Source: an optimization exercise on an open RTL-to-GDS flow (aim: small area, a short achievable clock period and few clock cycles per item). Production flows keep margins and buffers that such runs may drop. At most, simulation tests tie the RTL to the original design; equivalence was not proved. No activity file was given, so power comes from the tool's default toggle rates.

==> job 9220: inputs <==
==> flow/design.v <==
package alu_pkg;
  localparam int OP_BITS = 12;
  localparam int OP_ADD = 0;
  localparam int OP_SUB = 1;
  localparam int OP_MUL = 2;
  localparam int OP_DIV = 3;
  localparam int OP_SHR = 4;
  localparam int OP_SHL = 5;
  localparam int OP_ROR = 6;
  localparam int OP_ROL = 7;
  localparam int OP_AND = 8;
  localparam int OP_OR  = 9;
  localparam int OP_NEG = 10;
  localparam int OP_NOT = 11;
  function automatic logic onehot_ok(input logic [OP_BITS-1:0] c);
    onehot_ok = (c != '0) && ((c & (c - 12'd1)) == '0);
  endfunction
endpackage
module bit_len31 (
  input  logic [30:0] y,
  output logic [5:0]  len
);
  always_comb begin
    len = 6'd0;
    for (int i = 0; i < 31; i++)
      if (y[i]) len = 6'(i + 1);
  end
endmodule
module multicycle_alu #(
  parameter int WIDTH         = 32,
  parameter bit SIGNED_MULDIV = 1'b1
) (
  input  logic               clk,
  input  logic               clr,
  input  logic               start,
  input  logic [alu_pkg::OP_BITS-1:0] CONTROL,
  input  logic [WIDTH-1:0]   A,
  input  logic [WIDTH-1:0]   B,
  output logic [WIDTH-1:0]   ZLO,
  output logic [WIDTH-1:0]   ZHI,
  output logic               busy,
  output logic               done,
  output logic               div_by_zero,
  output logic               illegal_op
);
  localparam logic [2:0] S_IDLE  = 3'd0;
  localparam logic [2:0] S_MUL   = 3'd1;
  localparam logic [2:0] S_MFF   = 3'd2;
  localparam logic [2:0] S_DABS  = 3'd3;
  localparam logic [2:0] S_DNORM = 3'd4;
  localparam logic [2:0] S_DIV   = 3'd5;
  localparam logic [2:0] S_FIXQ  = 3'd6;
  localparam logic [2:0] S_FIXR  = 3'd7;
  logic [2:0]  state;
  logic [31:0] a_q, b_q;
  logic [11:0] op_q;
  logic        legal_q;
  logic        pend;
  logic [5:0]  cnt;
  logic [1:0]  mlen_q;
  logic        nq, nr;
  logic [5:0]  k_q;
  logic        seen;
  logic        xs_a, xs_na, xs_hi, xs_sh, xs_nhi, xs_nlo;
  logic        c_one, c_two, c_neg, c_cin;
  logic        acc;
  logic        legal_in, mul_in, div_in, neg_amt;
  logic [5:0]  lena, lenb;
  assign acc = start && !busy;
  always_comb begin
    legal_in = alu_pkg::onehot_ok(CONTROL);
    mul_in   = legal_in && CONTROL[alu_pkg::OP_MUL];
    div_in   = legal_in && CONTROL[alu_pkg::OP_DIV] && (B != '0);
    neg_amt  = CONTROL[alu_pkg::OP_ROL] || CONTROL[alu_pkg::OP_SHL];
  end
  bit_len31 u_lena (.y(A[30:0] ^ {31{A[31]}}), .len(lena));
  bit_len31 u_lenb (.y(B[30:0] ^ {31{B[31]}}), .len(lenb));
  logic [6:0] k_raw;
  logic [5:0] k_in, k;
  always_comb begin
    k_raw = {1'b0, lena} + {6'd0, A[31]} + 7'd1 - {1'b0, lenb};
    if (k_raw[6])             k_in = 6'd0;
    else if (k_raw[5:0] > 32) k_in = 6'd32;
    else                      k_in = k_raw[5:0];
    k = k_q;
  end
  logic [4:0]  rot_amt;
  logic [5:0]  thr;
  logic [31:0] rot, tmask, rlo, rhi;
  always_comb begin
    if (state == S_DNORM) begin
      rot_amt = k[4:0];
      thr     = k;
    end else begin
      rot_amt = b_q[4:0];
      thr     = (op_q[alu_pkg::OP_SHL] && b_q[4:0] == 5'd0) ? 6'd32 : {1'b0, b_q[4:0]};
    end
    rot = a_q;
    if (rot_amt[0]) rot = {rot[0],    rot[31:1]};
    if (rot_amt[1]) rot = {rot[1:0],  rot[31:2]};
    if (rot_amt[2]) rot = {rot[3:0],  rot[31:4]};
    if (rot_amt[3]) rot = {rot[7:0],  rot[31:8]};
    if (rot_amt[4]) rot = {rot[15:0], rot[31:16]};
    for (int j = 0; j < 32; j++) tmask[j] = (thr <= 6'(31 - j));
    rlo = rot & tmask;
    rhi = rot & ~tmask;
  end
  logic [33:0] e_x, e_y, sum, bext;
  logic [31:0] hi_sh;
  logic        ok;
  always_comb begin
    bext  = {{2{b_q[31]}}, b_q};
    hi_sh = {ZHI[30:0], ZLO[31]};
    e_x   = ({34{xs_a}}   & {2'b00, a_q})
          | ({34{xs_na}}  & ~{2'b00, a_q})
          | ({34{xs_hi}}  & {{2{ZHI[31]}}, ZHI})
          | ({34{xs_sh}}  & {2'b00, hi_sh})
          | ({34{xs_nhi}} & ~{2'b00, ZHI})
          | ({34{xs_nlo}} & ~{2'b00, ZLO});
    e_y   = (({34{c_one}} & bext) | ({34{c_two}} & {bext[32:0], 1'b0})) ^ {34{c_neg}};
    sum   = e_x + e_y + {33'd0, c_cin};
    ok    = !sum[33];
  end
  logic        big;
  logic [31:0] one_res;
  always_comb begin
    big = |b_q[31:5];
    one_res = sum[31:0];
    if (op_q[alu_pkg::OP_AND])      one_res = a_q & b_q;
    else if (op_q[alu_pkg::OP_OR])  one_res = a_q | b_q;
    else if (op_q[alu_pkg::OP_SHR]) one_res = big ? '0 : rlo;
    else if (op_q[alu_pkg::OP_SHL]) one_res = big ? '0 : rhi;
    else if (op_q[alu_pkg::OP_ROR] || op_q[alu_pkg::OP_ROL]) one_res = rot;
  end
  logic [2:0] nstate;
  logic       fin;        
  logic       pre_fin;    
  logic       mul_last;   
  always_comb begin
    nstate   = state;
    fin      = 1'b0;
    pre_fin  = 1'b0;
    mul_last = (cnt[1:0] == 2'd3) && (cnt[3:2] == mlen_q);
    case (state)
      S_MUL: begin
        if (mul_last) begin
          if (mlen_q == 2'd3) begin nstate = S_IDLE; fin = 1'b1; end
          else nstate = S_MFF;
        end
        pre_fin = (mlen_q == 2'd3 && cnt[3:0] == 4'd14) ||
                  (mlen_q == 2'd2 && cnt[3:0] == 4'd11);
      end
      S_MFF: begin
        if (cnt[3:2] == 2'd3) begin nstate = S_IDLE; fin = 1'b1; end
        pre_fin = (cnt[3:2] == 2'd2);
      end
      S_DABS: nstate = S_DNORM;
      S_DNORM: begin
        if (k == 6'd0) begin
          if (nq)      nstate = S_FIXQ;
          else if (nr) nstate = S_FIXR;
          else begin nstate = S_IDLE; fin = 1'b1; end
          pre_fin = nq ^ nr;
        end else begin
          nstate  = S_DIV;
          pre_fin = (k == 6'd1) && !nq && !nr;
        end
      end
      S_DIV: begin
        if (cnt == 6'd1) begin
          if (nq)      nstate = S_FIXQ;
          else if (nr) nstate = S_FIXR;
          else begin nstate = S_IDLE; fin = 1'b1; end
          pre_fin = nq ^ nr;
        end else begin
          pre_fin = (cnt == 6'd2) && !nq && !nr;
        end
      end
      S_FIXQ: begin
        if (nr) nstate = S_FIXR;
        else begin nstate = S_IDLE; fin = 1'b1; end
        pre_fin = nr;
      end
      S_FIXR: begin nstate = S_IDLE; fin = 1'b1; end
      default: ;
    endcase
  end
  always_ff @(posedge clk) begin
    if (clr) begin
      state       <= S_IDLE;
      pend        <= 1'b0;
      busy        <= 1'b0;
      done        <= 1'b0;
      seen        <= 1'b0;
      div_by_zero <= 1'b0;
      illegal_op  <= 1'b0;
    end else begin
      state <= nstate;
      done  <= fin;
      if (fin || pend) seen <= 1'b1;
      if (pre_fin || fin) busy <= 1'b0;
      if (fin) begin
        div_by_zero <= 1'b0;
        illegal_op  <= 1'b0;
      end
      if (pend) begin
        done <= 1'b1;
        if (!legal_q) begin
          illegal_op  <= 1'b1;
          div_by_zero <= 1'b0;
          if (!seen) begin
            ZLO <= sum[31:0];
            ZHI <= '0;
          end
        end else if (op_q[alu_pkg::OP_DIV]) begin
          ZLO         <= '1;
          ZHI         <= a_q;
          div_by_zero <= 1'b1;
          illegal_op  <= 1'b0;
        end else begin
          ZLO         <= one_res;
          ZHI         <= '0;
          div_by_zero <= 1'b0;
          illegal_op  <= 1'b0;
        end
      end
      case (state)
        S_MUL: begin
          ZHI <= sum[33:2];
          ZLO <= {sum[1:0], ZLO[31:2]};
        end
        S_MFF: begin
          ZHI <= {{8{ZHI[31]}}, ZHI[31:8]};
          ZLO <= {ZHI[7:0], ZLO[31:8]};
        end
        S_DNORM: begin
          ZHI <= rlo;
          ZLO <= rhi;
        end
        S_DIV: begin
          ZHI <= ok ? sum[31:0] : hi_sh;
          ZLO <= {ZLO[30:0], ok};
        end
        S_FIXQ: ZLO <= sum[31:0];
        S_FIXR: ZHI <= sum[31:0];
        default: ;
      endcase
      pend <= acc && !mul_in && !div_in;
      if (acc) begin
        state <= mul_in ? S_MUL : (div_in ? (A[31] ? S_DABS : S_DNORM) : S_IDLE);
        busy  <= mul_in || div_in;
      end
    end
  end
  always_ff @(posedge clk) begin
    op_q    <= CONTROL;
    legal_q <= legal_in;
    if (!busy) begin
      a_q    <= A;
      b_q    <= {B[31:5], neg_amt ? 5'd0 - B[4:0] : B[4:0]};
      k_q    <= k_in;
      mlen_q <= lena[4:3];
      nq     <= A[31] ^ B[31];
      nr     <= A[31];
    end else if (state == S_DABS) begin
      a_q <= sum[31:0];
    end else begin
      a_q <= {2'b00, a_q[31:2]};
    end
    if (!busy) cnt <= '0;
    else case (state)
      S_MUL:   cnt <= cnt + 6'd1;
      S_MFF:   cnt <= cnt + 6'd4;
      S_DNORM: cnt <= k;
      S_DIV:   cnt <= cnt - 6'd1;
      default: cnt <= '0;
    endcase
    xs_a <= 1'b0; xs_na <= 1'b0; xs_hi <= 1'b0; xs_sh <= 1'b0;
    xs_nhi <= 1'b0; xs_nlo <= 1'b0;
    c_one <= 1'b0; c_two <= 1'b0; c_neg <= 1'b0; c_cin <= 1'b0;
    if (!busy) begin
      if (!legal_in) begin
      end else if (CONTROL[alu_pkg::OP_MUL]) begin
        c_one <= A[0];
        c_two <= A[1] & !A[0];
        c_neg <= A[1];
        c_cin <= A[1];
      end else if (CONTROL[alu_pkg::OP_NEG] || CONTROL[alu_pkg::OP_DIV]) begin
        xs_na <= 1'b1;
        c_cin <= 1'b1;
      end else if (CONTROL[alu_pkg::OP_NOT]) begin
        xs_na <= 1'b1;
      end else begin
        xs_a  <= 1'b1;
        c_one <= 1'b1;
        c_neg <= CONTROL[alu_pkg::OP_SUB];
        c_cin <= CONTROL[alu_pkg::OP_SUB];
      end
    end else begin
      case (nstate)
        S_MUL: begin
          xs_hi <= 1'b1;
          c_one <= a_q[2] ^ a_q[1];
          c_two <= (a_q[3] & !a_q[2] & !a_q[1]) | (!a_q[3] & a_q[2] & a_q[1]);
          c_neg <= a_q[3];
          c_cin <= a_q[3];
        end
        S_DIV: begin
          xs_sh <= 1'b1;
          c_one <= 1'b1;
          c_neg <= !b_q[31];
          c_cin <= !b_q[31];
        end
        S_FIXQ: begin
          xs_nlo <= 1'b1;
          c_cin  <= 1'b1;
        end
        S_FIXR: begin
          xs_nhi <= 1'b1;
          c_cin  <= 1'b1;
        end
        default: ;
      endcase
    end
  end
endmodule
==> flow/run.sh <==
#!/bin/bash
# synth_recipe.tcl (not shown) runs the flow's synth.tcl, then flattens the netlist and writes it again
# the make line also repeats each setting of config.mk as NAME=value (left out here)
make -C /OpenROAD-flow-scripts/flow DESIGN_CONFIG=/design/flow/config.mk WORK_HOME=/design/flow/orfs CLKGATE_MAP_FILE= SYNTH_SCRIPT=/design/flow/synth_recipe.tcl finish
==> flow/config.mk <==
export PLATFORM = sky130hd
export DESIGN_NAME = multicycle_alu
export DESIGN_NICKNAME = multicycle_alu
export VERILOG_FILES = /design/flow/design.v
export SDC_FILE = /design/flow/constraint.sdc
export NUM_CORES = 4
export LEC_CHECK = 0
export CAP_MARGIN = 20
export CORE_MARGIN = 2
export CORE_UTILIZATION = 40
export SLEW_MARGIN = 20
==> flow/constraint.sdc <==
create_clock -name core_clock -period 5.5 [get_ports {clk}]
set_input_delay 1.1000 -clock core_clock [delete_from_list [all_inputs] [get_ports {clk}]]
set_output_delay 1.1000 -clock core_clock [all_outputs]
set_load 0.01 [all_outputs]
==> job 1515 (differences from job 9220) <==
--- a/flow/design.v
+++ b/flow/design.v
@@ -65,5 +65,7 @@
   logic        c_one, c_two, c_neg, c_cin;
   logic        acc;
-  logic        legal_in, mul_in, div_in, neg_amt;
+  logic        legal_in, mul_in, div_in, neg_amt, b_zero;
+  logic        dz_q;
+  logic [5:0]  k_in;
   logic [5:0]  lena, lenb;
   assign acc = start && !busy;
@@ -71,11 +73,20 @@
     legal_in = alu_pkg::onehot_ok(CONTROL);
     mul_in   = legal_in && CONTROL[alu_pkg::OP_MUL];
-    div_in   = legal_in && CONTROL[alu_pkg::OP_DIV] && (B != '0);
+    b_zero   = (B == '0);
+    div_in   = legal_in && CONTROL[alu_pkg::OP_DIV] && !b_zero && (k_in != 6'd0);
     neg_amt  = CONTROL[alu_pkg::OP_ROL] || CONTROL[alu_pkg::OP_SHL];
   end
+  logic        swap;
+  logic [31:0] mplier;
+  logic [5:0]  mlen_in;
+  always_comb begin
+    swap    = CONTROL[alu_pkg::OP_MUL] && (lenb < lena);
+    mplier  = swap ? B : A;
+    mlen_in = swap ? lenb : lena;
+  end
   bit_len31 u_lena (.y(A[30:0] ^ {31{A[31]}}), .len(lena));
   bit_len31 u_lenb (.y(B[30:0] ^ {31{B[31]}}), .len(lenb));
   logic [6:0] k_raw;
-  logic [5:0] k_in, k;
+  logic [5:0] k;
   always_comb begin
     k_raw = {1'b0, lena} + {6'd0, A[31]} + 7'd1 - {1'b0, lenb};
@@ -214,7 +225,7 @@
           end
         end else if (op_q[alu_pkg::OP_DIV]) begin
-          ZLO         <= '1;
+          ZLO         <= {32{dz_q}};
           ZHI         <= a_q;
-          div_by_zero <= 1'b1;
+          div_by_zero <= dz_q;
           illegal_op  <= 1'b0;
         end else begin
@@ -257,8 +268,9 @@
     legal_q <= legal_in;
     if (!busy) begin
-      a_q    <= A;
-      b_q    <= {B[31:5], neg_amt ? 5'd0 - B[4:0] : B[4:0]};
+      a_q    <= mplier;
+      b_q    <= swap ? A : {B[31:5], neg_amt ? 5'd0 - B[4:0] : B[4:0]};
       k_q    <= k_in;
-      mlen_q <= lena[4:3];
+      dz_q   <= b_zero;
+      mlen_q <= mlen_in[4:3];
       nq     <= A[31] ^ B[31];
       nr     <= A[31];
@@ -282,8 +294,8 @@
       if (!legal_in) begin
       end else if (CONTROL[alu_pkg::OP_MUL]) begin
-        c_one <= A[0];
-        c_two <= A[1] & !A[0];
-        c_neg <= A[1];
-        c_cin <= A[1];
+        c_one <= mplier[0];
+        c_two <= mplier[1] & !mplier[0];
+        c_neg <= mplier[1];
+        c_cin <= mplier[1];
       end else if (CONTROL[alu_pkg::OP_NEG] || CONTROL[alu_pkg::OP_DIV]) begin
         xs_na <= 1'b1;
ABC_AREA = 1   (was not set)
CORE_UTILIZATION = 45   (was 40)
==> job 3638 (differences from job 9220) <==
--- a/flow/design.v
+++ b/flow/design.v
@@ -60,6 +60,5 @@
   logic [1:0]  mlen_q;
   logic        nq, nr;
-  logic [5:0]  k_q;
-  logic        seen;
+  logic [5:0]  la_q, lb_q;
   logic        xs_a, xs_na, xs_hi, xs_sh, xs_nhi, xs_nlo;
   logic        c_one, c_two, c_neg, c_cin;
@@ -77,11 +76,10 @@
   bit_len31 u_lenb (.y(B[30:0] ^ {31{B[31]}}), .len(lenb));
   logic [6:0] k_raw;
-  logic [5:0] k_in, k;
+  logic [5:0] k;
   always_comb begin
-    k_raw = {1'b0, lena} + {6'd0, A[31]} + 7'd1 - {1'b0, lenb};
-    if (k_raw[6])             k_in = 6'd0;
-    else if (k_raw[5:0] > 32) k_in = 6'd32;
-    else                      k_in = k_raw[5:0];
-    k = k_q;
+    k_raw = {1'b0, la_q} + 7'd1 - {1'b0, lb_q};
+    if (k_raw[6])             k = 6'd0;
+    else if (k_raw[5:0] > 32) k = 6'd32;
+    else                      k = k_raw[5:0];
   end
   logic [4:0]  rot_amt;
@@ -127,5 +125,6 @@
     big = |b_q[31:5];
     one_res = sum[31:0];
-    if (op_q[alu_pkg::OP_AND])      one_res = a_q & b_q;
+    if (op_q[alu_pkg::OP_NOT])      one_res = ~a_q;
+    else if (op_q[alu_pkg::OP_AND]) one_res = a_q & b_q;
     else if (op_q[alu_pkg::OP_OR])  one_res = a_q | b_q;
     else if (op_q[alu_pkg::OP_SHR]) one_res = big ? '0 : rlo;
@@ -192,5 +191,6 @@
       busy        <= 1'b0;
       done        <= 1'b0;
-      seen        <= 1'b0;
+      ZLO         <= '0;
+      ZHI         <= '0;
       div_by_zero <= 1'b0;
       illegal_op  <= 1'b0;
@@ -198,5 +198,4 @@
       state <= nstate;
       done  <= fin;
-      if (fin || pend) seen <= 1'b1;
       if (pre_fin || fin) busy <= 1'b0;
       if (fin) begin
@@ -209,8 +208,4 @@
           illegal_op  <= 1'b1;
           div_by_zero <= 1'b0;
-          if (!seen) begin
-            ZLO <= sum[31:0];
-            ZHI <= '0;
-          end
         end else if (op_q[alu_pkg::OP_DIV]) begin
           ZLO         <= '1;
@@ -259,5 +254,6 @@
       a_q    <= A;
       b_q    <= {B[31:5], neg_amt ? 5'd0 - B[4:0] : B[4:0]};
-      k_q    <= k_in;
+      la_q   <= lena + {5'd0, A[31]};
+      lb_q   <= lenb;
       mlen_q <= lena[4:3];
       nq     <= A[31] ^ B[31];
@@ -280,6 +276,5 @@
     c_one <= 1'b0; c_two <= 1'b0; c_neg <= 1'b0; c_cin <= 1'b0;
     if (!busy) begin
-      if (!legal_in) begin
-      end else if (CONTROL[alu_pkg::OP_MUL]) begin
+      if (CONTROL[alu_pkg::OP_MUL]) begin
         c_one <= A[0];
         c_two <= A[1] & !A[0];
@@ -289,6 +284,4 @@
         xs_na <= 1'b1;
         c_cin <= 1'b1;
-      end else if (CONTROL[alu_pkg::OP_NOT]) begin
-        xs_na <= 1'b1;
       end else begin
         xs_a  <= 1'b1;
SETUP_SLACK_MARGIN = 1.5   (was not set)
==> flow_metrics.py <==
metrics = {
    "min_path": {
        "hold_path.startpoint": "seen",
    },
    "global_routing": {
        "grt_first_pass_wirelength_um": 160500,
    },
    "final_layout": {
        "seqAreaFraction": 0.1983,
        "non_clock_buffer_area_share": 0.1261,
    },
    "power": {
        "combinationalPowerShare": 0.477,
        "power.leakage_nw": 9.802,
    },
    "yosys": {
        "synthAdderAreaFrac": 0.04143,
    },
    "clock_network": {
        "clk-insertion-delay-late_ns": 0.53,
    },
    "timing": {
        "finalCritPeriodShare": 0.9693,
        "fin_worst_skew_ns": 0.02978,
    },
    "die": {
        "die_w_um": 211.2,
    },
    "run_status": {
        "run_status": "finished clean",
    },
    "placed_design": {
        "post-place-cells": 3638,
    },
}
-- figures above: job 1515

==> flow_metrics.py <==
metrics = {
    "global_routing": {
        "grt_first_pass_wirelength_um": 183400,
    },
    "worst_setup_path": {
        "worstPathBufferInverterCount": 5,
    },
    "run_status": {
        "run_status": "finished clean",
    },
    "power": {
        "p_sw_mw": 3.048,
        "combinationalPowerShare": 0.555,
        "power.leakage_nw": 10.16,
    },
    "yosys": {
        "synthAdderAreaFrac": 0.03901,
    },
    "die": {
        "die_w_um": 228.0,
    },
    "placed_design": {
        "post-place-cells": 3558,
    },
    "clock_network": {
        "clk-insertion-delay-late_ns": 0.55,
    },
    "min_path": {
        "hold_path.startpoint": "ZLO[0]",
    },
    "timing": {
        "fin_worst_skew_ns": 0.02714,
        "finalCritPeriodShare": 0.8391,
    },
    "final_layout": {
        "non_clock_buffer_area_share": 0.1641,
    },
}
-- figures above: job 3638

==> flow_metrics.py <==
metrics = {
    "final_layout": {
        "seqAreaFraction": 0.1995,
        "non_clock_buffer_area_share": 0.1302,
    },
    "die": {
        "die_w_um": 221.5,
    },
    "global_routing": {
        "grt_first_pass_wirelength_um": 155300,
    },
    "yosys": {
        "synthAdderAreaFrac": 0.04127,
    },
    "clock_network": {
        "clk-insertion-delay-late_ns": 0.52,
    },
    "power": {
        "power.leakage_nw": 8.555,
    },
    "timing": {
        "fin_worst_skew_ns": 0.02031,
    },
    "run_status": {
        "run_status": "finished clean",
    },
}
-- figures above: job 9220

Testbench counts of job 9220, summed over its fixed seeds: cycles 48,966, ops 8,000.
For job 1515 and job 3638, only the layout was checked, not whether the RTL still works.

## port drivers added, routing unchanged
No port has a modelled driver above. Below, the same layouts with a new extraction and two added sets of constraints. Step 1, drivers: a clkbuf_16 drives clk and a buf_2 each remaining input, both assumed. Step 2, shift: input delay + t, output delay - t, t = (earliest + latest rising clock arrival at the registers) / 2. This alone moves slack from input paths to output paths. Slacks: ideal / step 1 / step 2; pairs: ideal / step 1.
run	shift t [ns]	setup slack, ns	worst hold slack (ns)	worst setup path after step 2	worst slew at a driven data input, ns
job 9220	0.576	0.251 / 0.251 / -0.181	0.457 / 0.457 / 0.457	input to register	0.07
job 1515	0.573	0.169 / 0.169 / -0.202	0.472 / 0.472 / 0.472	input to register	0.04
job 3638	0.595	0.885 / 0.885 / 0.885	0.520 / 0.520 / 0.520	register to register	0.08
Met with ideal ports but missed after step 2: setup timing in job 9220 and job 1515. The setup slack of job 9220, which loses most, moves by 0.000 ns with the drivers and by -0.432 ns with both steps.
